What follows belongs to an exercise in optimizing a design on an open flow for small area; a production flow would make more cautious choices.
Where RTL was checked, it was by simulation tests only, not by an equivalence proof against the original.
Only the layout flow was run in run 5; the RTL was not checked for function there.
Power and IR drop assume default switching activity. No driver is modelled on the clock port, so clocking that relies on it looks cheaper here than on a real chip.

`design.v`:
```
package sd_reg_bank_pkg;
  localparam int REG_ENTRIES  = 16;
  localparam int CMD_W        = 126;
  localparam int DAT_PTR_W    = 3;
  localparam int HOST_STATE_W = 16;
  localparam logic [3:0] IDX_CID_HI = 4'h8;
  localparam logic [3:0] IDX_CSD_HI = 4'hA;
  localparam logic [3:0] IDX_STATUS = 4'hC;
  localparam logic [3:0] IDX_OCR    = 4'hD;
  localparam logic [3:0] IDX_HOST   = 4'hF;
  localparam logic [3:0] HDR_TAG  = 4'h8;
  localparam logic [2:0] HDR_TYPE = 3'b010;
  localparam logic [7:0] DATA_TAG = 8'hFF;
  localparam int ROOM_MAX = 5;
  localparam logic [2:0] IDLE      = 3'd0;
  localparam logic [2:0] ROOM_WAIT = 3'd1;
  localparam logic [2:0] HEADER    = 3'd2;
  localparam logic [2:0] DATA      = 3'd3;
  localparam logic [2:0] STOP      = 3'd4;
endpackage
module reg_write_capture (
  input  logic          CLK,
  input  logic          RST,
  input  logic          i_cmd_en,
  input  logic [125:0]  i_cmd,
  input  logic          i_cmd_sta,
  input  logic          i_cmd_ocr,
  input  logic          i_cmd_cid,
  input  logic          i_cmd_csd,
  input  logic          i_dat_en,
  input  logic [2:0]    i_dat_ptr,
  input  logic          i_host_state_en,
  output logic [15:0]   o_we,
  output logic [55:0]   o_hi_dat
);
  logic hi_pend;
  logic hi_cid;
  always_ff @(posedge CLK or posedge RST) begin
    if (RST) begin
      hi_pend <= 1'b0;
    end else begin
      hi_pend <= i_cmd_en & (i_cmd_cid | i_cmd_csd);
    end
  end
  always_ff @(posedge CLK) begin
    hi_cid   <= i_cmd_cid;
    o_hi_dat <= i_cmd[119:64];
  end
  always_comb begin
    o_we = 16'd0;
    if (i_dat_en) begin
      o_we[{1'b0, ~i_dat_ptr}] = 1'b1;
    end else if (i_cmd_en) begin
      if (i_cmd_cid) begin
        o_we[9] = 1'b1;
      end else if (i_cmd_csd) begin
        o_we[11] = 1'b1;
      end else if (i_cmd_sta) begin
        o_we[12] = 1'b1;
      end else if (i_cmd_ocr) begin
        o_we[13] = 1'b1;
      end
    end else if (hi_pend) begin
      if (hi_cid) begin
        o_we[8] = 1'b1;
      end else begin
        o_we[10] = 1'b1;
      end
    end else if (i_host_state_en) begin
      o_we[15] = 1'b1;
    end
  end
endmodule
module reg_file #(
  parameter logic [15:0] HW_VER = 16'd1
) (
  input  logic        CLK,
  input  logic        RST,
  input  logic [15:0] i_we,
  input  logic [63:0] i_dat,
  input  logic [63:0] i_cmd_lo,
  input  logic [55:0] i_hi_dat,
  input  logic [15:0] i_host_state,
  input  logic [15:0] i_snap,
  input  logic [38:0] i_req_adr,
  input  logic        i_idle,
  input  logic        i_hdr0,
  input  logic        i_hdr1,
  input  logic [15:0] i_head,
  input  logic        i_hsel,
  output logic [63:0] o_head_dat
);
  logic [63:0] bk_st [8];
  logic [55:0] bk_cid_hi, bk_csd_hi;
  logic [63:0] bk_cid_lo, bk_csd_lo;
  logic [31:0] bk_sta, bk_ocr;
  logic [15:0] bk_host;
  logic [15:0] bk_v;      
  logic [63:0] sn_st [8];
  logic [55:0] sn_cid_hi, sn_csd_hi;
  logic [63:0] sn_cid_lo, sn_csd_lo;
  logic [31:0] sn_sta, sn_ocr;
  logic [15:0] sn_host;
  logic [15:0] sn_v;
  logic [63:0] head;
  logic        head_v;
  always_ff @(posedge CLK or posedge RST) begin
    if (RST) begin
      bk_v <= 16'd0;
    end else begin
      bk_v <= bk_v | i_we;
    end
  end
  always_ff @(posedge CLK) begin
    for (int i = 0; i < 8; i++) begin
      if (i_we[i]) bk_st[i] <= i_dat;
    end
    if (i_we[8])  bk_cid_hi <= i_hi_dat;
    if (i_we[9])  bk_cid_lo <= i_cmd_lo;
    if (i_we[10]) bk_csd_hi <= i_hi_dat;
    if (i_we[11]) bk_csd_lo <= i_cmd_lo;
    if (i_we[12]) bk_sta    <= i_cmd_lo[31:0];
    if (i_we[13]) bk_ocr    <= i_cmd_lo[31:0];
    if (i_we[15]) bk_host   <= i_host_state;
  end
  always_ff @(posedge CLK) begin
    for (int i = 0; i < 8; i++) begin
      if (i_snap[i]) sn_st[i] <= bk_st[i];
    end
    if (i_idle) begin
      sn_st[0][38:3] <= i_req_adr[38:3];
    end
    if (i_hdr1) begin
      sn_st[1][38:3] <= {sn_cid_lo[38:6] + 33'd1, sn_cid_lo[5:3]};
    end
    if (i_snap[8])  sn_cid_hi <= bk_cid_hi;
    if (i_snap[9])  sn_cid_lo <= bk_cid_lo;
    if (i_hdr0) begin
      sn_cid_lo[38:3] <= sn_st[0][38:3];
    end
    if (i_snap[10]) sn_csd_hi <= bk_csd_hi;
    if (i_snap[11]) sn_csd_lo <= bk_csd_lo;
    if (i_snap[12]) sn_sta    <= bk_sta;
    if (i_snap[13]) sn_ocr    <= bk_ocr;
    if (i_snap[15]) sn_host   <= bk_host;
    for (int i = 0; i < 16; i++) begin
      if (i != 14 && i_snap[i]) sn_v[i] <= bk_v[i];
    end
  end
  logic [15:0] oh;
  logic [63:0] slot [16];
  always_comb begin
    for (int i = 0; i < 8; i++) slot[i] = sn_st[i];
    slot[8]  = {8'h80, sn_cid_hi};
    slot[9]  = sn_cid_lo;
    slot[10] = {8'h80, sn_csd_hi};
    slot[11] = sn_csd_lo;
    slot[12] = {32'd0, sn_sta};
    slot[13] = {32'd0, sn_ocr};
    slot[14] = '1;
    slot[15] = {32'd0, HW_VER, sn_host};
    oh = i_head;
    if (i_hsel) begin
      oh[0] = 1'b0;
      oh[8] = 1'b0;
      oh[9] = i_head[9] | i_head[0];
      oh[1] = i_head[1] | i_head[8];
    end
    head   = '0;
    head_v = oh[14];
    for (int i = 0; i < 16; i++) begin
      head = head | (slot[i] & {64{oh[i]}});
      if (i != 14) head_v = head_v | (sn_v[i] & oh[i]);
    end
    o_head_dat = head | {64{~head_v & ~i_hsel}};
  end
endmodule
module read_burst_ctrl (
  input  logic        CLK,
  input  logic        RST,
  input  logic        i_req_rd,
  input  logic        i_room,
  output logic        o_slot_valid,
  output logic        o_header,
  output logic        o_idle,
  output logic        o_pkt,
  output logic [15:0] o_snap,
  output logic        o_req_ack
);
  localparam logic [2:0] IDLE      = sd_reg_bank_pkg::IDLE;
  localparam logic [2:0] ROOM_WAIT = sd_reg_bank_pkg::ROOM_WAIT;
  localparam logic [2:0] HEADER    = sd_reg_bank_pkg::HEADER;
  localparam logic [2:0] DATA      = sd_reg_bank_pkg::DATA;
  localparam logic [2:0] STOP      = sd_reg_bank_pkg::STOP;
  logic [2:0] state_q;
  logic [2:0] state_d;
  logic [3:0] snap_cnt;
  logic       last_word;
  logic       last_pkt;
  logic       snap_en;
  assign last_word = snap_cnt[2:0] == 3'd0;
  assign last_pkt  = ~snap_cnt[3];
  always_comb begin
    state_d = state_q;
    case (state_q)
      IDLE:      if (i_req_rd) state_d = ROOM_WAIT;
      ROOM_WAIT: if (i_room) state_d = HEADER;
      HEADER:    state_d = DATA;
      DATA:      if (last_word) state_d = STOP;
      STOP:      state_d = last_pkt ? IDLE : ROOM_WAIT;
      default:   state_d = IDLE;
    endcase
  end
  assign snap_en = (state_q == HEADER) | ((state_q == DATA) & ~last_word);
  always_ff @(posedge CLK or posedge RST) begin
    if (RST) begin
      state_q   <= IDLE;
      snap_cnt  <= 4'd0;
      o_req_ack <= 1'b0;
    end else begin
      state_q   <= state_d;
      o_req_ack <= (state_q == STOP) & last_pkt;
      if (snap_en) begin
        snap_cnt <= snap_cnt + 4'd1;
      end
    end
  end
  always_comb begin
    o_snap = 16'd0;
    o_snap[snap_cnt] = snap_en;
  end
  assign o_slot_valid = (state_q == HEADER) | (state_q == DATA);
  assign o_header     = state_q == HEADER;
  assign o_idle       = state_q == IDLE;
  assign o_pkt        = snap_cnt[3];
endmodule
module packet_former (
  input  logic        i_head_hdr,
  input  logic [63:0] i_head_dat,
  output logic [71:0] o_dat,
  output logic        o_sof
);
  assign o_sof = i_head_hdr;
  assign o_dat = i_head_hdr ? {sd_reg_bank_pkg::HDR_TAG, 28'd0, 1'b1, i_head_dat[38:3], sd_reg_bank_pkg::HDR_TYPE}
                            : {sd_reg_bank_pkg::DATA_TAG, i_head_dat};
endmodule
module out_fifo (
  input  logic        CLK,
  input  logic        RST,
  input  logic        i_slot_valid,
  input  logic        i_header,
  input  logic        i_ack,
  output logic [15:0] o_head,
  output logic        o_head_hdr,
  output logic        o_stb,
  output logic        o_room
);
  logic [1:0] beat_pipe;
  logic [3:0] count;
  logic       hdr_in;
  logic       push;
  logic       pop;
  assign push = beat_pipe[1];
  assign pop  = o_stb & i_ack;
  always_ff @(posedge CLK or posedge RST) begin
    if (RST) begin
      beat_pipe <= 2'd0;
      count     <= 4'd0;
      o_head    <= 16'd1;
      hdr_in    <= 1'b0;
    end else begin
      beat_pipe <= {beat_pipe[0], i_slot_valid};
      case ({push, pop})
        2'b10:   count <= count + 4'd1;
        2'b01:   count <= count - 4'd1;
        default: count <= count;
      endcase
      if (pop & ~o_head_hdr) begin
        o_head <= {o_head[14:0], o_head[15]};
      end
      if (i_header) begin
        hdr_in <= 1'b1;
      end else if (pop & o_head_hdr) begin
        hdr_in <= 1'b0;
      end
    end
  end
  assign o_head_hdr = hdr_in & (o_head[0] | o_head[8]);
  assign o_stb      = count != 4'd0;
  assign o_room     = count <= 4'(sd_reg_bank_pkg::ROOM_MAX);
endmodule
module sd_reg_bank #(
  parameter logic [15:0] HW_VER = 16'd1,
  parameter int FIFO_DEPTH = 16
) (
  input  logic          CLK,
  input  logic          RST,
  input  logic          i_req_rd,
  input  logic [38:0]   i_req_adr,
  output logic          o_req_ack,
  input  logic          i_cmd_en,
  input  logic [125:0]  i_cmd,
  input  logic          i_cmd_sta,
  input  logic          i_cmd_ocr,
  input  logic          i_cmd_cid,
  input  logic          i_cmd_csd,
  input  logic          i_dat_en,
  input  logic [63:0]   i_dat,
  input  logic [2:0]    i_dat_ptr,
  input  logic          i_host_state_en,
  input  logic [15:0]   i_host_state,
  output logic [71:0]   o_dat,
  output logic          o_stb,
  output logic          o_sof,
  input  logic          i_ack
);
  logic [15:0] we;
  logic [55:0] hi_dat;
  logic [15:0] snap;
  logic        slot_valid;
  logic        header;
  logic        idle;
  logic        pkt;
  logic        room;
  logic [15:0] head;
  logic        head_hdr;
  logic [63:0] head_dat;
  reg_write_capture u_capture (
    .CLK(CLK), .RST(RST),
    .i_cmd_en(i_cmd_en), .i_cmd(i_cmd),
    .i_cmd_sta(i_cmd_sta), .i_cmd_ocr(i_cmd_ocr),
    .i_cmd_cid(i_cmd_cid), .i_cmd_csd(i_cmd_csd),
    .i_dat_en(i_dat_en), .i_dat_ptr(i_dat_ptr),
    .i_host_state_en(i_host_state_en),
    .o_we(we), .o_hi_dat(hi_dat)
  );
  reg_file #(
    .HW_VER(HW_VER)
  ) u_bank (
    .CLK(CLK), .RST(RST),
    .i_we(we), .i_dat(i_dat), .i_cmd_lo(i_cmd[63:0]), .i_hi_dat(hi_dat),
    .i_host_state(i_host_state),
    .i_snap(snap),
    .i_req_adr(i_req_adr), .i_idle(idle), .i_hdr0(header & ~pkt), .i_hdr1(header & pkt),
    .i_head(head), .i_hsel(head_hdr), .o_head_dat(head_dat)
  );
  read_burst_ctrl u_ctrl (
    .CLK(CLK), .RST(RST),
    .i_req_rd(i_req_rd), .i_room(room),
    .o_slot_valid(slot_valid), .o_header(header), .o_idle(idle), .o_pkt(pkt),
    .o_snap(snap), .o_req_ack(o_req_ack)
  );
  out_fifo u_fifo (
    .CLK(CLK), .RST(RST),
    .i_slot_valid(slot_valid), .i_header(header), .i_ack(i_ack),
    .o_head(head), .o_head_hdr(head_hdr), .o_stb(o_stb), .o_room(room)
  );
  packet_former u_former (
    .i_head_hdr(head_hdr), .i_head_dat(head_dat),
    .o_dat(o_dat), .o_sof(o_sof)
  );
endmodule
```
`flow/run.sh`:
```
#!/bin/bash
# Standard layout, with the port buffers made of the smallest buffer and
# no dummy loads in the clock tree.
set -e
export BUFFER_PORTS_ARGS="-buffer_cell sky130_fd_sc_hd__buf_1"
export CTS_ARGS="-sink_clustering_enable -repair_clock_nets -sink_clustering_size 30 -sink_clustering_max_diameter 100 -buf_list {sky130_fd_sc_hd__clkbuf_8 sky130_fd_sc_hd__clkbuf_16} -dont_use_dummy_load"
bash standard.sh > standard.log 2>&1
```
`standard.sh`:
```
#!/bin/bash
# synth_recipe.tcl (not shown) runs the flow's synth.tcl, then flattens the netlist and writes it again
# the make line also repeats each setting of config.mk as NAME=value (left out here)
make -C /OpenROAD-flow-scripts/flow DESIGN_CONFIG=/design/flow/config.mk WORK_HOME=/design/flow/orfs CLKGATE_MAP_FILE= SYNTH_SCRIPT=/design/flow/synth_recipe.tcl "${@:-finish}"
```
`config.mk`:
```
export PLATFORM = sky130hd
export DESIGN_NAME = sd_reg_bank
export DESIGN_NICKNAME = sd_reg_bank
export VERILOG_FILES = /design/flow/design.v
export SDC_FILE = /design/flow/constraint.sdc
export NUM_CORES = 4
export LEC_CHECK = 0
export CAP_MARGIN = 0
export CORE_MARGIN = 2
export CORE_UTILIZATION = 65
export CTS_BUF_LIST = sky130_fd_sc_hd__clkbuf_8 sky130_fd_sc_hd__clkbuf_16
export CTS_CLUSTER_DIAMETER = 100
export CTS_CLUSTER_SIZE = 30
export PLACE_DENSITY = 0.75
export SLEW_MARGIN = 0
```
`constraint.sdc`:
```
create_clock -name core_clock -period 6.0 [get_ports {CLK}]
set_input_delay 1.2000 -clock core_clock [delete_from_list [all_inputs] [get_ports {CLK}]]
set_output_delay 1.2000 -clock core_clock [all_outputs]
set_load 0.01 [all_outputs]
```
==> results.sh, run 1 <==
export IMPL_cts_resized=0
export IMPL_ioPinCount=334
export IMPL_fin_nets=3493
export IMPL_combPwrFrac=0.090
export IMPL_max_vdd_ir_drop_uv=314
export IMPL_syn_nets=3150
export IMPL_max_stage_delay_ns=1.20
export IMPL_crit_fanout=37
export IMPL_cts_buffers=69
export IMPL_hold_viol_final=0
export IMPL_viasPerCell=6.90
export IMPL_vias=30800
export IMPL_slew_headroom=0.0833
export IMPL_grt_pass1_wl_um=211000
export IMPL_sw_frac_of_total=0.235
export IMPL_p_per_area_mw_per_mm2=348
export IMPL_slew_violations=0
export IMPL_first_pass_iters=6
export IMPL_yosysSeqAreaShare=0.875
export IMPL_grt_overflow=0
export IMPL_start_util=0.656
export IMPL_clock_latency_ns=0.68
export IMPL_arrival_ns=3.91
export IMPL_yosys_warnings=7
export IMPL_fp_dieW_um=308
export IMPL_cp_end_kind="output pin"
export IMPL_p_clk_frac=0.238
export IMPL_clockBufferDepth=3
export IMPL_finalPower_mw=22.7
export IMPL_p_leak_nw=20.0
export IMPL_cts_tree="yes"
export IMPL_critical_path_class="flop to output pin"
export IMPL_intPower_mw=17.4
export IMPL_worstMarginPinSlew_ns=1.37
export IMPL_final_common_cell="edfxtp_1"
export IMPL_routed_wl_um=152000
export IMPL_start_kind="flop"
export IMPL_outcome="complete, no violations"
export IMPL_areaGrowthSynthToFinish_pct=8.30
export IMPL_post_dp_hpwl_um=85700
export IMPL_final_cell_mix="edfxtp_1, buf_1, a22oi_1, nand2_1, a221oi_1"
export IMPL_antenna_found_initial=7
export IMPL_pwr_share_seq=0.672
export IMPL_grtUsageMet1=0.442
export IMPL_cts_setup_buffers=0
export IMPL_netSwitchingPower_mw=5.35
export IMPL_utilization=0.711
export IMPL_syn_inst=2881
export IMPL_gr_usage_met3=0.0547
export IMPL_crit_family="flip-flops"
export IMPL_setup_viol=0
export IMPL_drc=0
export IMPL_drt_iter0_markers=5617
export IMPL_path_depth=6
export IMPL_synth_edf_count=1679
export IMPL_syn_avg_cell_area_um2=20.9
export IMPL_fin_skew_ns=0.0609
export IMPL_fin_crit_sh=0.852
export IMPL_fin_crit_ns=5.11
export IMPL_synth_distinct_cells=58
export IMPL_clk_pin_slew_ns=0.12
export IMPL_cts_hold_buf=0
export IMPL_fillers=5321
export IMPL_rsz0062_at_grt="no"
export IMPL_cp_data_required_time_ns=4.80
export IMPL_die_y_um=308
export IMPL_rows=111
export IMPL_synth_area_mm2=0.0603
export IMPL_synth_async_reset_ratio=0.0264
export IMPL_worst_path_max_delay_cell="dfrtp_2"
export IMPL_path_cells="a22oi_1, and4_1, a21oi_4, buf_4, nand4_1, buf_1"
export IMPL_wire_per_inst_um=34.0
export IMPL_reg2regPathDepth=7
export IMPL_ys_seq_elements=1783
export IMPL_h_tree_depth=3
export IMPL_grt_max_degree=70
export IMPL_grt_use_total=0.319
export IMPL_root_buffer="clkbuf_16"
export IMPL_fmax_mhz=196
export IMPL_dieArea_mm2=0.0952
export IMPL_crit_buf_inv=2
export IMPL_hold_path_class="flop to flop"
export IMPL_ant_nets=0
export IMPL_holdPathStages=0
export IMPL_portBuffers=323
export IMPL_fp_coreArea_mm2=0.0918
export IMPL_synth_flop_cell="edfxtp_1"
export IMPL_grt_pass1_vias=30600
export IMPL_place_congestion=0.839
export IMPL_grtUsageMet2=0.526
export IMPL_grt_busiest_layer="met2"
export IMPL_cts_sinks=1783
export IMPL_layout_drive_gt1_share=0.0978
export IMPL_cap_viol_max_count=0
[worst paths after layout]
kind / startpoint / endpoint / slack (ns)
setup / recovery: u_fifo.o_head[5] / o_dat[38] / 0.89
hold reg to reg: u_fifo.beat_pipe[0] / u_fifo.beat_pipe[1] / 0.37
setup reg to reg: u_ctrl.snap_cnt[1] / u_bank.sn_st[3][52] / 2.06
min in group asynchronous: RST / u_ctrl.o_req_ack / 0.71
hold / removal: u_fifo.beat_pipe[0] / u_fifo.beat_pipe[1] / 0.37
max in group asynchronous: RST / u_fifo.o_head[11] / 4.73
[cells in the mapped netlist, types with 5 or more instances]
| master | instances | area share |
|---|---|---|
| buf_2 | 7 | 0.00058 |
| buf_4 | 8 | 0.0010 |
| clkbuf_1 | 92 | 0.0057 |
| nand2_1 | 124 | 0.0077 |
| dfxtp_1 | 57 | 0.019 |
| mux2_2 | 92 | 0.017 |
| dfrtp_1 | 46 | 0.019 |
| a31oi_1 | 19 | 0.0020 |
| o21ai_0 | 35 | 0.0029 |
| nor2_1 | 27 | 0.0017 |
| a221oi_1 | 103 | 0.015 |
| nand2b_1 | 5 | 0.00052 |
| and4_1 | 5 | 0.00073 |
| buf_1 | 19 | 0.0012 |
| xnor2_1 | 20 | 0.0029 |
| edfxtp_1 | 1679 | 0.84 |
| nor3_1 | 15 | 0.0012 |
| xor2_1 | 18 | 0.0026 |
| a22o_1 | 20 | 0.0029 |
| or2_2 | 18 | 0.0019 |
| nand3_1 | 29 | 0.0024 |
| a22oi_1 | 242 | 0.030 |
| o21ai_1 | 6 | 0.00050 |
| ha_1 | 9 | 0.0019 |
| inv_1 | 17 | 0.0011 |
| a222oi_1 | 32 | 0.0053 |
| nor4_1 | 7 | 0.00073 |
| a21oi_1 | 17 | 0.0014 |
| nand4_1 | 71 | 0.0074 |
[registers in the layout (all words and copies together) (netlist names), 32 cells and up]
signal	flops
u_bank.bk_st	512
u_bank.sn_st	512
u_bank.bk_cid_lo	64
u_bank.bk_csd_lo	64
u_bank.sn_cid_lo	64
u_bank.sn_csd_lo	64
u_bank.bk_cid_hi	56
u_bank.bk_csd_hi	56
u_bank.sn_cid_hi	56
u_bank.sn_csd_hi	56
u_capture.o_hi_dat	56
u_bank.bk_ocr	32
u_bank.bk_sta	32
u_bank.sn_ocr	32
u_bank.sn_sta	32
[cells by family (layout without fill, tap and decap cells)]
| kind of cell | after synthesis | count (layout) | share of synthesized area |
|---|---|---|---|
| flip-flops | 1783 | 1783 | 0.875 |
| AO/OA/AOI/OAI | 486 | 486 | 0.0617 |
| AND/OR/NAND/NOR | 325 | 325 | 0.0282 |
| buffers and inverters | 145 | 486 | 0.00992 |
| multiplexers | 93 | 93 | 0.0174 |
| XOR/XNOR | 38 | 38 | 0.00552 |
| adder cells (fa/ha/maj) | 10 | 10 | 0.00220 |
| other | 1 | 4 | 0.0000622 |
[per-stage QoR]
step / area [um^2] / hold slack [ns] / std cells / TNS, ns / setup WS [ns]
floorplan: 60300 / 0.331 / 2881 / -208.19 / -0.865
global placement: 63500 / 0.336 / 4396 / 0 / 1.71
detailed placement: 63500 / 0.336 / 4396 / 0 / 1.69
CTS: 65300 / 0.363 / 4465 / 0 / 0.946
global route: 65300 / 0.377 / 4465 / 0 / 0.859
finish: 65300 / 0.374 / 4468 / 0 / 0.887
[power groups by stage]
stage               Combinational, mW  Clock (mW)  Sequential (mW)
floorplan                        1.03           0             15.4
global placement                 1.93           0             15.5
detailed placement               2.01           0             15.5
CTS                              2.02        5.42             15.3
global route                     2.13        5.77             15.3
finish                           2.05        5.40             15.3
[cell type report]
class                   instances  area, um^2  share of cell area
clock buffers                  69        1730              0.0265
flip-flops and latches       1783       52800               0.808
well taps                    1243        1560              0.0238
diodes                          3        7.51            0.000115
multi-input cells             953        7230               0.111
inverters                      17        63.8            0.000978
repair buffers                400        1930              0.0295
[routing by layer]
layer	wire [um]	vias up
met1	53100	15600
met5	20	-
li1	-	12300
met4	5170	4
met2	74400	2552
met3	19000	315
==> run 2: changes to the inputs <==
--- a/config.mk
+++ b/config.mk
@@ -7,3 +7,3 @@
 export LEC_CHECK = 0
-export CAP_MARGIN = 0
+export CAP_MARGIN = 10
 export CORE_MARGIN = 2
@@ -14,2 +14,2 @@
 export PLACE_DENSITY = 0.75
-export SLEW_MARGIN = 0
+export SLEW_MARGIN = 10
==> results.sh, run 2 <==
export IMPL_outcome="complete, no violations"
export IMPL_areaGrowthSynthToFinish_pct=8.32
export IMPL_synth_top_area_cell="edfxtp_1"
export IMPL_biggestRegsByFlops="u_bank.bk_st x512, u_bank.sn_st x512"
export IMPL_grt_pass1_wl_um=211000
export IMPL_portBuffers=323
export IMPL_start_util=0.656
export IMPL_start_kind="flop"
export IMPL_fin_skew_ns=0.0604
export IMPL_cts_buffers=69
export IMPL_slew_violations=0
export IMPL_ant_nets=0
export IMPL_yosys_warnings=7
export IMPL_rows=111
export IMPL_setup_tns_final_ns=0
export IMPL_p_per_area_mw_per_mm2=348
export IMPL_register_area_mm2=0.0528
export IMPL_synth_top_cell_area_share=0.837
export IMPL_clockBufferDepth=3
export IMPL_wire_per_inst_um=34.0
export IMPL_viasPerCell=6.89
export IMPL_synth_most_common_cell="edfxtp_1"
export IMPL_syn_inst=2881
export IMPL_layout_drive_gt1_share=0.0978
export IMPL_setup_viol=0
export IMPL_hold_viol_final=0
export IMPL_post_dp_hpwl_um=85700
export IMPL_cts_sinks=1783
export IMPL_utilization=0.711
export IMPL_cts_tree="yes"
export IMPL_final_common_cell="edfxtp_1"
export IMPL_cts_setup_buffers=0
export IMPL_first_pass_iters=6
export IMPL_grt_use_total=0.319
export IMPL_hold_path_class="flop to flop"
export IMPL_fin_crit_sh=0.852
export IMPL_drc=0
export IMPL_p_leak_nw=20.0
export IMPL_synth_area_mm2=0.0603
export IMPL_rsz0062_at_grt="no"
export IMPL_syn_avg_cell_area_um2=20.9
export IMPL_yosysSeqAreaShare=0.875
export IMPL_yosys_top_cells_count="edfxtp_1, a22oi_1, nand2_1, a221oi_1"
export IMPL_critical_path_class="flop to output pin"
export IMPL_cts_hold_buf=0
export IMPL_grt_max_degree=70
export IMPL_synth_distinct_cells=58
export IMPL_fin_cells=4468
export IMPL_finalInstanceArea_mm2=0.0653
export IMPL_ys_seq_elements=1783
export IMPL_vias=30800
export IMPL_worstMarginPinSlew_ns=1.34
export IMPL_routed_wl_um=152000
export IMPL_crit_fanout=37
export IMPL_max_stage_delay_ns=1.20
export IMPL_place_congestion=0.839
export IMPL_arrival_ns=3.91
export IMPL_cap_viol_max_count=0
export IMPL_fillers=5322
export IMPL_cp_data_required_time_ns=4.80
export IMPL_synth_area_leaders="edfxtp_1, a22oi_1, dfrtp_1"
export IMPL_multi_input_comb_area_mm2=0.00724
export IMPL_h_tree_depth=3
export IMPL_slew_headroom=0.0992
export IMPL_grt_pass1_vias=30600
export IMPL_synth_async_reset_ratio=0.0264
export IMPL_fp_dieW_um=308
export IMPL_dp_cells=4396
export IMPL_grt_overflow=0
export IMPL_antenna_found_initial=7
export IMPL_fmax_mhz=196
export IMPL_syn_nets=3150
export IMPL_synth_edf_count=1679
export IMPL_ioPinCount=334
export IMPL_final_cell_mix="edfxtp_1, buf_1, a22oi_1, nand2_1, a221oi_1"
export IMPL_fin_nets=3493
export IMPL_fin_crit_ns=5.11
export IMPL_dieArea_mm2=0.0952
export IMPL_worst_path_max_delay_cell="dfrtp_2"
export IMPL_path_cells="a22oi_1, and4_1, a21oi_4, buf_4, nand4_1, buf_1"
export IMPL_die_y_um=308
export IMPL_drt_iter0_markers=5617
export IMPL_fp_coreArea_mm2=0.0918
export IMPL_cp_end_kind="output pin"
export IMPL_root_buffer="clkbuf_16"
export IMPL_clk_pin_slew_ns=0.12
export IMPL_max_vdd_ir_drop_uv=314
export IMPL_cts_resized=0
export IMPL_clock_latency_ns=0.68
export IMPL_synth_flop_cell="edfxtp_1"
export IMPL_finalPower_mw=22.7
export IMPL_placed_area_mm2=0.0635
run 2: cell count changes in the layout (fill, tap and decap cells not counted):
| cell | change |
|---|---|
| nor3_4 | +1 |
| nor3_2 | -1 |
run 2: per-layer routing:
metal	global-route usage	wire [um]	up-vias
met5	0	20	-
met4	0.107	5190	4
met3	0.0547	19500	317
met1	0.442	52700	15500
li1	-	-	12300
met2	0.526	74400	2567
run 2: cell families (layout without fill, tap and decap cells):
| group | after synthesis | after routing | synth area share |
|---|---|---|---|
| flip-flops | 1783 | 1783 | 0.875 |
| multiplexers | 93 | 93 | 0.0174 |
| AO/OA/AOI/OAI | 486 | 486 | 0.0617 |
| adder cells (fa/ha/maj) | 10 | 10 | 0.00220 |
| AND/OR/NAND/NOR | 325 | 325 | 0.0282 |
| buffers and inverters | 145 | 486 | 0.00992 |
| other | 1 | 4 | 0.0000622 |
| XOR/XNOR | 38 | 38 | 0.00552 |
run 2: area by class of cell:
cell class / count / share of cell area
Antenna cell: 3 / 0.000115
Clock buffer: 69 / 0.0265
Inverter: 17 / 0.000978
Multi-Input combinational cell: 953 / 0.111
Sequential cell: 1783 / 0.808
Tap cell: 1243 / 0.0238
Timing Repair Buffer: 400 / 0.0295
run 2: worst max-delay path: cells and delay by family, from the launching register on:
family,cells,cell delay (ns)
compound gates,2,0.90
buf+inv,2,0.61
flops,1,1.20
simple gates,2,0.52
run 2: worst paths after layout:
| check | cells after the start | slack, ns | endpoint | from |
|---|---|---|---|---|
| worst max-delay path | 6 | 0.89 | o_dat[38] | u_fifo.o_head[5] |
| worst min-delay path | 0 | 0.37 | u_fifo.beat_pipe[1] | u_fifo.beat_pipe[0] |
| worst max register to register | 7 | 2.06 | u_bank.sn_st[3][52] | u_ctrl.snap_cnt[1] |
| worst min register to register | 0 | 0.37 | u_fifo.beat_pipe[1] | u_fifo.beat_pipe[0] |
| max in group asynchronous | 3 | 4.73 | u_fifo.o_head[11] | RST |
| min in group asynchronous | 3 | 0.71 | u_ctrl.o_req_ack | RST |
run 2: stage by stage:
stage                     hold slack (ns)  setup WS (ns)
final                               0.374          0.890
after detailed placement            0.336           1.69
after global placement              0.336           1.71
after CTS                           0.363          0.946
after global routing                0.377          0.859
after floorplan                     0.331         -0.865
run 2: report_power, final:
| part | internal [mW] | switching, mW | total (mW) |
|---|---|---|---|
| sequential | 14.8 | 0.455 | 15.3 |
| clock | 2.09 | 3.32 | 5.40 |
| combinational | 0.472 | 1.57 | 2.04 |
==> run 3: changes to the inputs <==
==> flow/run.sh (replaced) <==
#!/bin/bash
# Standard layout, with the port buffers made of the smallest buffer and
# no dummy loads in the clock tree.
set -e
export BUFFER_PORTS_ARGS="-buffer_cell sky130_fd_sc_hd__buf_1"
export CTS_ARGS="-sink_clustering_enable -repair_clock_nets -sink_clustering_size 32 -sink_clustering_max_diameter 90 -buf_list {sky130_fd_sc_hd__clkbuf_8 sky130_fd_sc_hd__clkbuf_16} -dont_use_dummy_load"
bash standard.sh > standard.log 2>&1
--- a/config.mk
+++ b/config.mk
@@ -7,5 +7,5 @@
 export LEC_CHECK = 0
-export CAP_MARGIN = 10
+export CAP_MARGIN = 5
 export CORE_MARGIN = 2
-export CORE_UTILIZATION = 65
+export CORE_UTILIZATION = 70
 export CTS_BUF_LIST = sky130_fd_sc_hd__clkbuf_8 sky130_fd_sc_hd__clkbuf_16
@@ -13,3 +13,3 @@
 export CTS_CLUSTER_SIZE = 30
-export PLACE_DENSITY = 0.75
-export SLEW_MARGIN = 10
+export PLACE_DENSITY = 0.8
+export SLEW_MARGIN = 5
==> results.sh, run 3 <==
export IMPL_outcome="complete, no violations"
export IMPL_register_area_mm2=0.0528
export IMPL_fin_crit_ns=4.92
export IMPL_root_buffer="clkbuf_16"
export IMPL_fin_cells=4363
export IMPL_syn_nets=3150
export IMPL_cts_sinks=1783
export IMPL_grt_pass1_vias=31500
export IMPL_fin_crit_sh=0.820
export IMPL_slew_violations=0
export IMPL_syn_avg_cell_area_um2=20.9
export IMPL_viasPerCell=7.18
export IMPL_post_dp_hpwl_um=85000
export IMPL_pwr_share_seq=0.675
export IMPL_antenna_found_initial=6
export IMPL_drc=0
export IMPL_p_clk_frac=0.233
export IMPL_reg2regPathDepth=8
export IMPL_clock_latency_ns=0.67
export IMPL_crit_start="u_fifo.o_head[2]"
export IMPL_layout_drive_gt1_share=0.0964
export IMPL_utilization=0.763
export IMPL_clk_pin_slew_ns=0.11
export IMPL_rows=107
export IMPL_wire_per_inst_um=35.2
export IMPL_synth_edf_count=1679
export IMPL_crit_end="o_dat[63]"
export IMPL_yosys_top_cells_count="edfxtp_1, a22oi_1, nand2_1, a221oi_1"
export IMPL_max_vdd_ir_drop_uv=377
export IMPL_hold_path_class="flop to flop"
export IMPL_cts_tree="yes"
export IMPL_multi_input_comb_area_mm2=0.00725
export IMPL_h_tree_depth=3
export IMPL_rsz0062_at_grt="no"
export IMPL_synth_area_mm2=0.0603
export IMPL_combPwrFrac=0.092
export IMPL_syn_inst=2881
export IMPL_ys_seq_elements=1783
export IMPL_fillers=4306
export IMPL_ant_nets=0
export IMPL_ioPinCount=334
export IMPL_synth_distinct_cells=58
export IMPL_final_common_cell="edfxtp_1"
export IMPL_r2r_start="u_ctrl.snap_cnt[0]"
export IMPL_sw_frac_of_total=0.236
export IMPL_intPower_mw=17.3
export IMPL_synth_area_leaders="edfxtp_1, a22oi_1, dfrtp_1"
export IMPL_netSwitchingPower_mw=5.35
export IMPL_grt_use_total=0.348
export IMPL_rr_endpoint="u_bank.sn_st[2][15]"
export IMPL_portBuffers=323
export IMPL_dp_cells=4294
export IMPL_synth_flop_cell="edfxtp_1"
export IMPL_fmax_mhz=203
export IMPL_cts_resized=0
export IMPL_fp_dieW_um=297
export IMPL_synth_most_common_cell="edfxtp_1"
export IMPL_synth_top_cell_area_share=0.837
export IMPL_crit_fanout=30
export IMPL_cts_hold_buf=0
export IMPL_yosys_warnings=7
export IMPL_biggestRegsByFlops="u_bank.bk_st x512, u_bank.sn_st x512"
export IMPL_routed_wl_um=154000
export IMPL_slew_headroom=0.0762
export IMPL_setup_viol=0
export IMPL_dieArea_mm2=0.0885
export IMPL_grt_pass1_wl_um=216000
export IMPL_fin_nets=3487
export IMPL_start_kind="flop"
export IMPL_die_y_um=297
export IMPL_cts_buffers=66
export IMPL_first_pass_iters=7
export IMPL_clockBufferDepth=3
export IMPL_synth_async_reset_ratio=0.0264
export IMPL_synth_top_area_cell="edfxtp_1"
export IMPL_worstMarginPinSlew_ns=1.38
export IMPL_cts_setup_buffers=0
export IMPL_hold_viol_final=0
export IMPL_place_congestion=0.846
export IMPL_p_leak_nw=19.9
export IMPL_cap_viol_max_count=0
export IMPL_fin_skew_ns=0.0472
export IMPL_p_per_area_mw_per_mm2=348
export IMPL_drt_iter0_markers=6142
export IMPL_start_util=0.707
export IMPL_arrival_ns=3.72
export IMPL_grt_overflow=0
export IMPL_cp_data_required_time_ns=4.80
export IMPL_cp_end_kind="output pin"
export IMPL_fp_coreArea_mm2=0.0853
export IMPL_yosysSeqAreaShare=0.875
export IMPL_r2r_slack_ns=2.03
export IMPL_critical_path_class="flop to output pin"
export IMPL_final_cell_mix="edfxtp_1, buf_1, a22oi_1, nand2_1, a221oi_1"
export IMPL_vias=31300
export IMPL_areaGrowthSynthToFinish_pct=7.97
export IMPL_grt_max_degree=66
==> run 3: cell counts after synthesis <==
No cell type changed its count.
==> run 3: cell families (layout without fill, tap and decap cells) <==
group | after synthesis | after routing | share of synthesized area
other | 1 | 4 | 0.0000622
AOI/OAI and AO/OA | 486 | 486 | 0.0617
xor gates and xnor gates | 38 | 38 | 0.00552
muxes | 93 | 93 | 0.0174
and+or+nand+nor | 325 | 325 | 0.0282
adders and majority gates | 10 | 10 | 0.00220
DFF | 1783 | 1783 | 0.875
buffers and inverters | 145 | 480 | 0.00992
==> run 3: area by class of cell <==
| type | count | area share |
|---|---|---|
| tap | 1144 | 0.0220 |
| antenna | 3 | 0.000115 |
| sequential | 1783 | 0.811 |
| inverter | 17 | 0.000981 |
| timing repair buffer | 397 | 0.0293 |
| multi-input combinational | 953 | 0.111 |
| clock buffer | 66 | 0.0254 |
==> run 3: through the flow <==
stage	hold WS (ns)	setup slack (ns)	area [um^2]	total power, mW	setup TNS, ns
3_3_place_gp	0.335	1.84	63400	17.4	0
5_1_grt	0.388	1.11	65100	23.1	0
6_report	0.383	1.08	65100	22.7	0
4_1_cts	0.389	1.16	65100	22.6	0
3_5_place_dp	0.345	1.69	63400	17.5	0
2_1_floorplan	0.331	-0.865	60300	16.4	-208.19
==> run 3: metal layers <==
layer | vias to the layer above | track usage | routed length, um
met2 | 3135 | 0.551 | 72800
met5 | - | 0 | 40
li1 | 12300 | - | -
met3 | 417 | 0.0798 | 23700
met1 | 15400 | 0.481 | 50800
met4 | 6 | 0.139 | 6320
==> run 3: power by group through the flow <==
stage                     registers [mW]  clock network [mW]  logic [mW]
final                               15.3                5.29        2.08
after global routing                15.3                5.64        2.15
after CTS                           15.3                5.28        2.04
after detailed placement            15.5                   0        2.01
after global placement              15.5                   0        1.92
after floorplan                     15.4                   0        1.03
==> run 3: how the worst min path moves through the flow <==
stage	from	cells past startpoint	slack, ns	end
final	u_bank.bk_cid_hi[52]	0	0.38	u_bank.sn_cid_hi[52]
after global routing	u_bank.bk_cid_hi[52]	0	0.39	u_bank.sn_cid_hi[52]
after CTS	u_bank.bk_cid_hi[19]	0	0.39	u_bank.sn_cid_hi[19]
after detailed placement	u_fifo.beat_pipe[0]	0	0.34	u_fifo.beat_pipe[1]
after global placement	u_fifo.beat_pipe[0]	0	0.33	u_fifo.beat_pipe[1]
after floorplan	u_fifo.beat_pipe[0]	0	0.33	u_fifo.beat_pipe[1]
==> run 3: worst max-delay path, stage by stage, from the launching register on <==
cell and delay, ns:
dfrtp_2 0.99, a22oi_1 0.26, and4_1 0.31, a21oi_4 0.67, buf_4 0.44, a31oi_1 0.20
buf_1 0.18
==> run 4: changes to the inputs <==
==> flow/run.sh (replaced) <==
#!/bin/bash
# Standard layout, with the port buffers made of the smallest buffer and
# no dummy loads in the clock tree.
set -e
export BUFFER_PORTS_ARGS="-buffer_cell sky130_fd_sc_hd__buf_1"
export CTS_ARGS="-sink_clustering_enable -repair_clock_nets -sink_clustering_size 36 -sink_clustering_max_diameter 50 -buf_list {sky130_fd_sc_hd__clkbuf_8 sky130_fd_sc_hd__clkbuf_16} -dont_use_dummy_load"
bash standard.sh > standard.log 2>&1
==> results.sh, run 4 <==
export IMPL_outcome="complete, no violations"
export IMPL_synth_distinct_cells=58
export IMPL_post_dp_hpwl_um=85000
export IMPL_fp_dieW_um=297
export IMPL_yosysSeqAreaShare=0.875
export IMPL_rows=107
export IMPL_fp_coreArea_mm2=0.0853
export IMPL_netSwitchingPower_mw=5.89
export IMPL_reg2regPathDepth=8
export IMPL_areaGrowthSynthToFinish_pct=10.8
export IMPL_pwr_share_seq=0.611
export IMPL_ys_seq_elements=1783
export IMPL_cts_resized=0
export IMPL_synth_top_area_cell="edfxtp_1"
export IMPL_grt_pass1_wl_um=228000
export IMPL_cap_viol_max_count=0
export IMPL_final_cell_mix="edfxtp_1, buf_1, a22oi_1, clkbuf_16, nand2_1"
export IMPL_final_common_cell="edfxtp_1"
export IMPL_place_congestion=0.846
export IMPL_sw_frac_of_total=0.234
export IMPL_fin_crit_ns=4.98
export IMPL_slew_headroom=0.0733
export IMPL_biggestRegsByFlops="u_bank.bk_st x512, u_bank.sn_st x512"
export IMPL_cts_buffers=133
export IMPL_finalPower_mw=25.1
export IMPL_arrival_ns=3.78
export IMPL_holdPathStages=0
export IMPL_synth_area_mm2=0.0603
export IMPL_grt_use_total=0.370
export IMPL_synth_most_common_cell="edfxtp_1"
export IMPL_fmax_mhz=201
export IMPL_h_tree_depth=4
export IMPL_first_pass_iters=12
export IMPL_fin_nets=3554
export IMPL_critical_path_class="flop to output pin"
export IMPL_p_clk_frac=0.306
export IMPL_synth_flop_cell="edfxtp_1"
export IMPL_p_per_area_mw_per_mm2=376
export IMPL_pre_cts_slack_ns=1.69
export IMPL_fin_crit_sh=0.831
export IMPL_hold_path_class="flop to flop"
export IMPL_cts_hold_buf=0
export IMPL_start_kind="flop"
export IMPL_grt_pass1_vias=33300
export IMPL_fin_skew_ns=0.0739
export IMPL_slew_violations=0
export IMPL_crit_fanout=30
export IMPL_layout_drive_gt1_share=0.115
export IMPL_clk_pin_slew_ns=0.06
export IMPL_syn_inst=2881
export IMPL_cp_end_kind="output pin"
export IMPL_syn_avg_cell_area_um2=20.9
export IMPL_cts_sinks=1783
export IMPL_routed_wl_um=162000
export IMPL_ioPinCount=334
export IMPL_clock_latency_ns=0.76
export IMPL_yosys_warnings=7
export IMPL_combPwrFrac=0.084
export IMPL_cts_setup_buffers=0
export IMPL_drt_iter0_markers=6371
export IMPL_syn_nets=3150
export IMPL_wire_per_inst_um=36.6
export IMPL_drc=0
export IMPL_cp_data_required_time_ns=4.80
export IMPL_grt_overflow=0
export IMPL_die_y_um=297
export IMPL_synth_top_cell_area_share=0.837
export IMPL_layout_setup_ws_ns=1.02
export IMPL_yosys_top_cells_count="edfxtp_1, a22oi_1, nand2_1, a221oi_1"
export IMPL_grt_max_degree=66
export IMPL_dieArea_mm2=0.0885
export IMPL_clockBufferDepth=3
export IMPL_ant_nets=0
export IMPL_portBuffers=323
export IMPL_vias=32500
export IMPL_cts_tree="yes"
export IMPL_max_vdd_ir_drop_uv=332
export IMPL_synth_async_reset_ratio=0.0264
export IMPL_worstMarginPinSlew_ns=1.39
export IMPL_p_leak_nw=20.8
export IMPL_rsz0062_at_grt="no"
export IMPL_root_buffer="clkbuf_16"
export IMPL_start_util=0.707
export IMPL_antenna_found_initial=8
export IMPL_viasPerCell=7.33
export IMPL_setup_viol=0
export IMPL_synth_edf_count=1679
export IMPL_intPower_mw=19.2
export IMPL_hold_viol_final=0
export IMPL_synth_area_leaders="edfxtp_1, a22oi_1, dfrtp_1"
run 4: cell type report:
class | count | area, um^2
clock buffer | 133 | 3330
tap | 1144 | 1430
antenna | 7 | 17.5
timing repair buffer | 397 | 1910
fill | 3976 | 18500
multi-input combinational | 953 | 7250
sequential | 1783 | 52800
inverter | 17 | 63.8
run 4: kinds of logic after synthesis:
| family | Yosys count | synth area share |
|---|---|---|
| flip-flops | 1783 | 0.875 |
| AO/OA/AOI/OAI | 486 | 0.0617 |
| AND/OR/NAND/NOR | 325 | 0.0282 |
| buffers and inverters | 145 | 0.00992 |
| multiplexers | 93 | 0.0174 |
| XOR/XNOR | 38 | 0.00552 |
| adder cells (fa/ha/maj) | 10 | 0.00220 |
| other | 1 | 0.0000622 |
run 4: per-layer routing:
metal | routed length, um | part of all wire | GRT usage
met5 | 13 | 0.000080 | 0
met4 | 8020 | 0.049 | 0.176
met3 | 25900 | 0.16 | 0.104
met2 | 76800 | 0.47 | 0.574
met1 | 51700 | 0.32 | 0.495
run 4: stage by stage:
stage               utilization  TNS, ns  cells  cell area (um^2)  hold WS (ns)
floorplan                     -  -208.19   2881             60300         0.331
global placement          0.743        0   4294             63400         0.335
detailed placement        0.743        0   4294             63400         0.345
global route              0.783        0   4434             66800         0.359
CTS                       0.783        0   4427             66700         0.352
finish                    0.783        0   4434             66800         0.353
run 4: worst max-delay path, stage by stage, from the launching register on:
cell and delay, ns:
dfrtp_2 0.99, a22oi_1 0.24, and4_1 0.31, a21oi_4 0.67, buf_4 0.44, a31oi_1 0.21
buf_1 0.18
run 4: worst paths after layout:
path	slack, ns	end	startpoint
min in group asynchronous	0.66	u_fifo.count[3]	RST
min reg2reg	0.35	u_fifo.beat_pipe[1]	u_fifo.beat_pipe[0]
min	0.35	u_fifo.beat_pipe[1]	u_fifo.beat_pipe[0]
max in group asynchronous	4.73	u_fifo.o_head[11]	RST
max	1.02	o_dat[41]	u_fifo.o_head[2]
max reg2reg	2.02	u_bank.sn_st[2][15]	u_ctrl.snap_cnt[1]
run 4: power by group through the flow:
stage	Sequential [mW]	Clock, mW	Combinational [mW]
3_3_place_gp	15.5	0	1.92
3_5_place_dp	15.5	0	2.01
4_1_cts	15.3	7.67	2.05
6_report	15.3	7.67	2.11
5_1_grt	15.4	8.07	2.17
2_1_floorplan	15.4	0	1.03
==> run 5: changes to the inputs <==
--- a/design.v
+++ b/design.v
@@ -88,3 +88,3 @@
   input  logic        i_hdr1,
-  input  logic [15:0] i_head,
+  input  logic [3:0]  i_sel,
   input  logic        i_hsel,
@@ -149,28 +149,16 @@
   end
-  logic [15:0] oh;
-  logic [63:0] slot [16];
   always_comb begin
-    for (int i = 0; i < 8; i++) slot[i] = sn_st[i];
-    slot[8]  = {8'h80, sn_cid_hi};
-    slot[9]  = sn_cid_lo;
-    slot[10] = {8'h80, sn_csd_hi};
-    slot[11] = sn_csd_lo;
-    slot[12] = {32'd0, sn_sta};
-    slot[13] = {32'd0, sn_ocr};
-    slot[14] = '1;
-    slot[15] = {32'd0, HW_VER, sn_host};
-    oh = i_head;
-    if (i_hsel) begin
-      oh[0] = 1'b0;
-      oh[8] = 1'b0;
-      oh[9] = i_head[9] | i_head[0];
-      oh[1] = i_head[1] | i_head[8];
-    end
-    head   = '0;
-    head_v = oh[14];
-    for (int i = 0; i < 16; i++) begin
-      head = head | (slot[i] & {64{oh[i]}});
-      if (i != 14) head_v = head_v | (sn_v[i] & oh[i]);
-    end
-    o_head_dat = head | {64{~head_v & ~i_hsel}};
+    head_v = (i_sel == 4'd14) | sn_v[i_sel] | i_hsel;
+    case (i_sel)
+      4'd8:    head = {8'h80, sn_cid_hi};
+      4'd9:    head = sn_cid_lo;
+      4'd10:   head = {8'h80, sn_csd_hi};
+      4'd11:   head = sn_csd_lo;
+      4'd12:   head = {32'd0, sn_sta};
+      4'd13:   head = {32'd0, sn_ocr};
+      4'd14:   head = '1;
+      4'd15:   head = {32'd0, HW_VER, sn_host};
+      default: head = sn_st[i_sel[2:0]];
+    endcase
+    o_head_dat = head | {64{~head_v}};
   end
@@ -252,3 +240,3 @@
   input  logic        i_ack,
-  output logic [15:0] o_head,
+  output logic [3:0]  o_sel,
   output logic        o_head_hdr,
@@ -258,2 +246,6 @@
   logic [1:0] beat_pipe;
+  logic [3:0] head;
+  logic [3:0] head_d;
+  logic       hdr_in_d;
+  logic       head_hdr_d;
   logic [3:0] count;
@@ -268,4 +260,6 @@
       count     <= 4'd0;
-      o_head    <= 16'd1;
-      hdr_in    <= 1'b0;
+      head       <= 4'd0;
+      hdr_in     <= 1'b0;
+      o_head_hdr <= 1'b0;
+      o_sel      <= 4'd0;
     end else begin
@@ -277,13 +271,13 @@
       endcase
-      if (pop & ~o_head_hdr) begin
-        o_head <= {o_head[14:0], o_head[15]};
-      end
-      if (i_header) begin
-        hdr_in <= 1'b1;
-      end else if (pop & o_head_hdr) begin
-        hdr_in <= 1'b0;
-      end
+      head       <= head_d;
+      hdr_in     <= hdr_in_d;
+      o_head_hdr <= head_hdr_d;
+      o_sel      <= head_d ^ {head_hdr_d, 2'b00, head_hdr_d};
     end
   end
-  assign o_head_hdr = hdr_in & (o_head[0] | o_head[8]);
+  always_comb begin
+    head_d   = head + 4'(pop & ~o_head_hdr);
+    hdr_in_d = i_header | (hdr_in & ~(pop & o_head_hdr));
+    head_hdr_d = hdr_in_d & (head_d[2:0] == 3'd0);
+  end
   assign o_stb      = count != 4'd0;
@@ -324,3 +318,3 @@
   logic        room;
-  logic [15:0] head;
+  logic [3:0]  sel;
   logic        head_hdr;
@@ -344,3 +338,3 @@
     .i_req_adr(i_req_adr), .i_idle(idle), .i_hdr0(header & ~pkt), .i_hdr1(header & pkt),
-    .i_head(head), .i_hsel(head_hdr), .o_head_dat(head_dat)
+    .i_sel(sel), .i_hsel(head_hdr), .o_head_dat(head_dat)
   );
@@ -355,3 +349,3 @@
     .i_slot_valid(slot_valid), .i_header(header), .i_ack(i_ack),
-    .o_head(head), .o_head_hdr(head_hdr), .o_stb(o_stb), .o_room(room)
+    .o_sel(sel), .o_head_hdr(head_hdr), .o_stb(o_stb), .o_room(room)
   );
==> run.sh (new file) <==
#!/bin/bash
# synth_recipe.tcl (not shown) runs the flow's synth.tcl, then flattens the netlist and writes it again
# the make line also repeats each setting of config.mk as NAME=value (left out here)
make -C /OpenROAD-flow-scripts/flow DESIGN_CONFIG=/design/flow/config.mk WORK_HOME=/design/flow/orfs CLKGATE_MAP_FILE= SYNTH_SCRIPT=/design/flow/synth_recipe.tcl finish
--- a/config.mk
+++ b/config.mk
@@ -7,5 +7,5 @@
 export LEC_CHECK = 0
-export CAP_MARGIN = 5
+export CAP_MARGIN = 20
 export CORE_MARGIN = 2
-export CORE_UTILIZATION = 70
+export CORE_UTILIZATION = 50
 export CTS_BUF_LIST = sky130_fd_sc_hd__clkbuf_8 sky130_fd_sc_hd__clkbuf_16
@@ -13,3 +13,3 @@
 export CTS_CLUSTER_SIZE = 30
-export PLACE_DENSITY = 0.8
-export SLEW_MARGIN = 5
+export PLACE_DENSITY = 0.6
+export SLEW_MARGIN = 20
removed: flow/run.sh
removed: standard.sh
==> results.sh, run 5 <==
export IMPL_outcome="complete, no violations"
export IMPL_synth_async_reset_ratio=0.0214
export IMPL_slew_violations=0
export IMPL_fin_skew_ns=0.0260
export IMPL_yosys_top_cells_count="edfxtp_1, nand2_1, o21ai_0, mux2i_1, mux2_2"
export IMPL_cts_buffers=70
export IMPL_cts_sinks=1774
export IMPL_grt_pass1_wl_um=247000
export IMPL_cts_setup_buffers=0
export IMPL_fin_cells=5365
export IMPL_grt_overflow=0
export IMPL_synth_top_area_cell="edfxtp_1"
export IMPL_path_depth=7
export IMPL_drc=0
export IMPL_biggestRegsByFlops="u_bank.bk_st x512, u_bank.sn_st x512"
export IMPL_clk_pin_slew_ns=0.11
export IMPL_place_congestion=0.851
export IMPL_synth_distinct_cells=75
export IMPL_synth_edf_count=1679
export IMPL_worst_path_max_delay_cell="dfrtp_4"
export IMPL_cts_hold_buf=0
export IMPL_r2r_slack_ns=1.97
export IMPL_synth_flop_cell="edfxtp_1"
export IMPL_worstMarginPinSlew_ns=1.23
export IMPL_h_tree_depth=3
export IMPL_p_per_area_mw_per_mm2=448
export IMPL_synth_area_mm2=0.0629
export IMPL_max_stage_delay_ns=1.02
export IMPL_clock_latency_ns=0.70
export IMPL_hold_viol_final=0
export IMPL_fmax_mhz=168
export IMPL_root_buffer="clkbuf_16"
export IMPL_wire_per_inst_um=33.6
export IMPL_holdPathStages=0
export IMPL_ys_seq_elements=1774
export IMPL_fin_crit_sh=0.991
export IMPL_fp_coreArea_mm2=0.125
export IMPL_hold_path_end="u_fifo.beat_pipe[1]"
export IMPL_areaGrowthSynthToFinish_pct=13.0
export IMPL_fin_crit_ns=5.94
export IMPL_cp_data_required_time_ns=4.80
export IMPL_rows=130
export IMPL_r2r_start="u_ctrl.snap_cnt[1]"
export IMPL_hold_path_class="flop to flop"
export IMPL_vias=33200
export IMPL_slew_headroom=0.170
export IMPL_ioPinCount=334
export IMPL_layout_drive_gt1_share=0.109
export IMPL_clockBufferDepth=3
export IMPL_synth_top_cell_area_share=0.802
export IMPL_rsz0062_at_grt="no"
export IMPL_cts_resized=0
export IMPL_syn_inst=3324
export IMPL_synth_area_leaders="edfxtp_1, mux2i_1, mux2_2"
export IMPL_first_pass_iters=6
export IMPL_yosysSeqAreaShare=0.835
export IMPL_crit_fanout=48
export IMPL_syn_avg_cell_area_um2=18.9
export IMPL_crit_buf_inv=3
export IMPL_grt_use_total=0.279
export IMPL_start_util=0.502
export IMPL_routed_wl_um=181000
export IMPL_crit_path_frequent_cell="buf_4"
export IMPL_synth_most_common_cell="edfxtp_1"
export IMPL_finalPower_mw=31.8
export IMPL_post_dp_hpwl_um=108000
export IMPL_reg2regPathDepth=7
export IMPL_viasPerCell=6.18
export IMPL_utilization=0.567
export IMPL_drt_iter0_markers=4406
export IMPL_die_y_um=359
export IMPL_worstHoldStart="u_fifo.beat_pipe[0]"
export IMPL_dp_cells=5244
export IMPL_rr_endpoint="u_bank.sn_st[5][46]"
export IMPL_setup_viol=0
export IMPL_grt_max_degree=69
export IMPL_max_vdd_ir_drop_uv=403
export IMPL_path_cells="buf_4, mux2_2, o22a_1, a221o_2, buf_4, o211ai_1, clkdlybuf4s50_1"
export IMPL_crit_family="buffers and inverters"
export IMPL_grt_pass1_vias=32800
export IMPL_crit_start="u_fifo.o_sel[0]"
export IMPL_cp_end_kind="output pin"
export IMPL_arrival_ns=4.74
export IMPL_final_cell_mix="edfxtp_1, clkdlybuf4s50_1, nand2_1, o21ai_0, mux2i_1"
export IMPL_syn_nets=3594
export IMPL_final_common_cell="edfxtp_1"
export IMPL_antenna_found_initial=19
export IMPL_fin_nets=3936
export IMPL_fillers=9511
export IMPL_fp_dieW_um=359
export IMPL_portBuffers=323
export IMPL_dieArea_mm2=0.129
export IMPL_critical_path_class="flop to output pin"
export IMPL_start_kind="flop"
export IMPL_cap_viol_max_count=0
export IMPL_setup_tns_final_ns=0
export IMPL_yosys_warnings=6
export IMPL_cts_tree="yes"
export IMPL_ant_nets=0
export IMPL_p_leak_nw=22.7
==> run 5: cell types whose count changed in the layout (fill, tap and decap cells not counted), sizes merged, moves of 48 or more <==
cell           before  now
o21ai              42  180
nand2             124  184
a21oi              17   96
mux2i               1  142
nand4              71    9
clkbuf            133   74
o221ai              0   48
a22oi             242   58
a221oi            103   24
nor2               27   80
clkdlybuf4s50       0  323
buf               397  119
==> run 5: worst max-delay path by stage <==
stage	endpoint
after detailed placement	o_dat[63]
final	o_dat[14]
after CTS	o_dat[63]
after global routing	o_dat[43]
after floorplan	u_bank.bk_st[7][0]
after global placement	o_dat[14]
==> run 5: through the flow <==
stage          area, um^2  worst slack (ns)  hold WS [ns]
3_3_place_gp        68800             0.831         0.340
5_1_grt             71000           0.00431         0.363
3_5_place_dp        68900             0.806         0.335
4_1_cts             71000           0.00628         0.361
6_report            71000            0.0560         0.360
2_1_floorplan       62900             0.111         0.331
==> run 5: final cells by class <==
| class | instances | area (um^2) | share of cell area |
|---|---|---|---|
| clock buffers | 74 | 1850 | 0.0261 |
| clock inverters | 42 | 264 | 0.00372 |
| flip-flops and latches | 1774 | 52500 | 0.739 |
| diodes | 5 | 12.5 | 0.000176 |
| inverters | 21 | 78.8 | 0.00111 |
| multi-input cells | 1357 | 9820 | 0.138 |
| well taps | 1650 | 2060 | 0.0291 |
| repair buffers | 442 | 4420 | 0.0622 |
==> run 5: logic make-up (layout without fill, tap and decap cells) <==
logic type,after synthesis,in the layout,share of synthesized area
fa+ha+maj,11,11,0.00219
other cells,1,6,0.0000597
buf+inv,193,579,0.0136
simple gates,434,434,0.0328
flops,1774,1774,0.835
compound gates,607,607,0.0642
xor+xnor,43,43,0.00599
mux,261,261,0.0457
==> run 5: per-layer routing <==
layer	wire length, um	global-route usage
met2	88600	0.465
met1	70500	0.384
met3	15800	0.0427
met4	5470	0.0823
met5	87	0
==> run 5: report_power, final <==
group / switching, mW / total (mW) / internal, mW
registers: 0.741 / 15.6 / 14.9
clock network: 3.61 / 5.95 / 2.34
logic: 6.72 / 10.3 / 3.53

[what the ideal ports hide]
In the flow no input, the clock included, has a driving cell. The finished layouts below were timed again as built, in two steps. Step 1 (the two cells are an assumption about what drives the block):
set clk [get_ports {CLK}]
set_driving_cell -lib_cell sky130_fd_sc_hd__clkbuf_16 $clk
set_driving_cell -lib_cell sky130_fd_sc_hd__buf_2 [delete_from_list [all_inputs] $clk]
Step 2, shift: input delay + t, output delay - t, t = (earliest + latest rising clock arrival at the registers) / 2. This alone moves slack from input paths to output paths. a / b / c = ideal / step 1 / step 2; a / b = the first two.
| run | t (ns) | slack for setup (ns) | hold slack, ns | latest minus earliest clock arrival (ns) | slew at the worst register clock pin (ns) |
|---|---|---|---|---|---|
| run 1 | 0.720 | 0.887 / 0.816 / 1.537 | 0.374 / 0.374 / 0.374 | 0.063 / 0.063 | 0.12 / 0.12 |
| run 2 | 0.719 | 0.890 / 0.819 / 1.538 | 0.374 / 0.374 / 0.374 | 0.064 / 0.064 | 0.12 / 0.12 |
| run 3 | 0.715 | 1.083 / 1.010 / 1.613 | 0.383 / 0.383 / 0.383 | 0.057 / 0.057 | 0.12 / 0.12 |
| run 4 | 0.786 | 1.017 / 0.949 / 1.511 | 0.353 / 0.353 / 0.353 | 0.074 / 0.074 | 0.10 / 0.10 |
| run 5 | 0.763 | 0.056 / -0.024 / 0.739 | 0.360 / 0.360 / 0.360 | 0.032 / 0.032 | 0.12 / 0.12 |
After both steps every run listed still meets setup and hold.
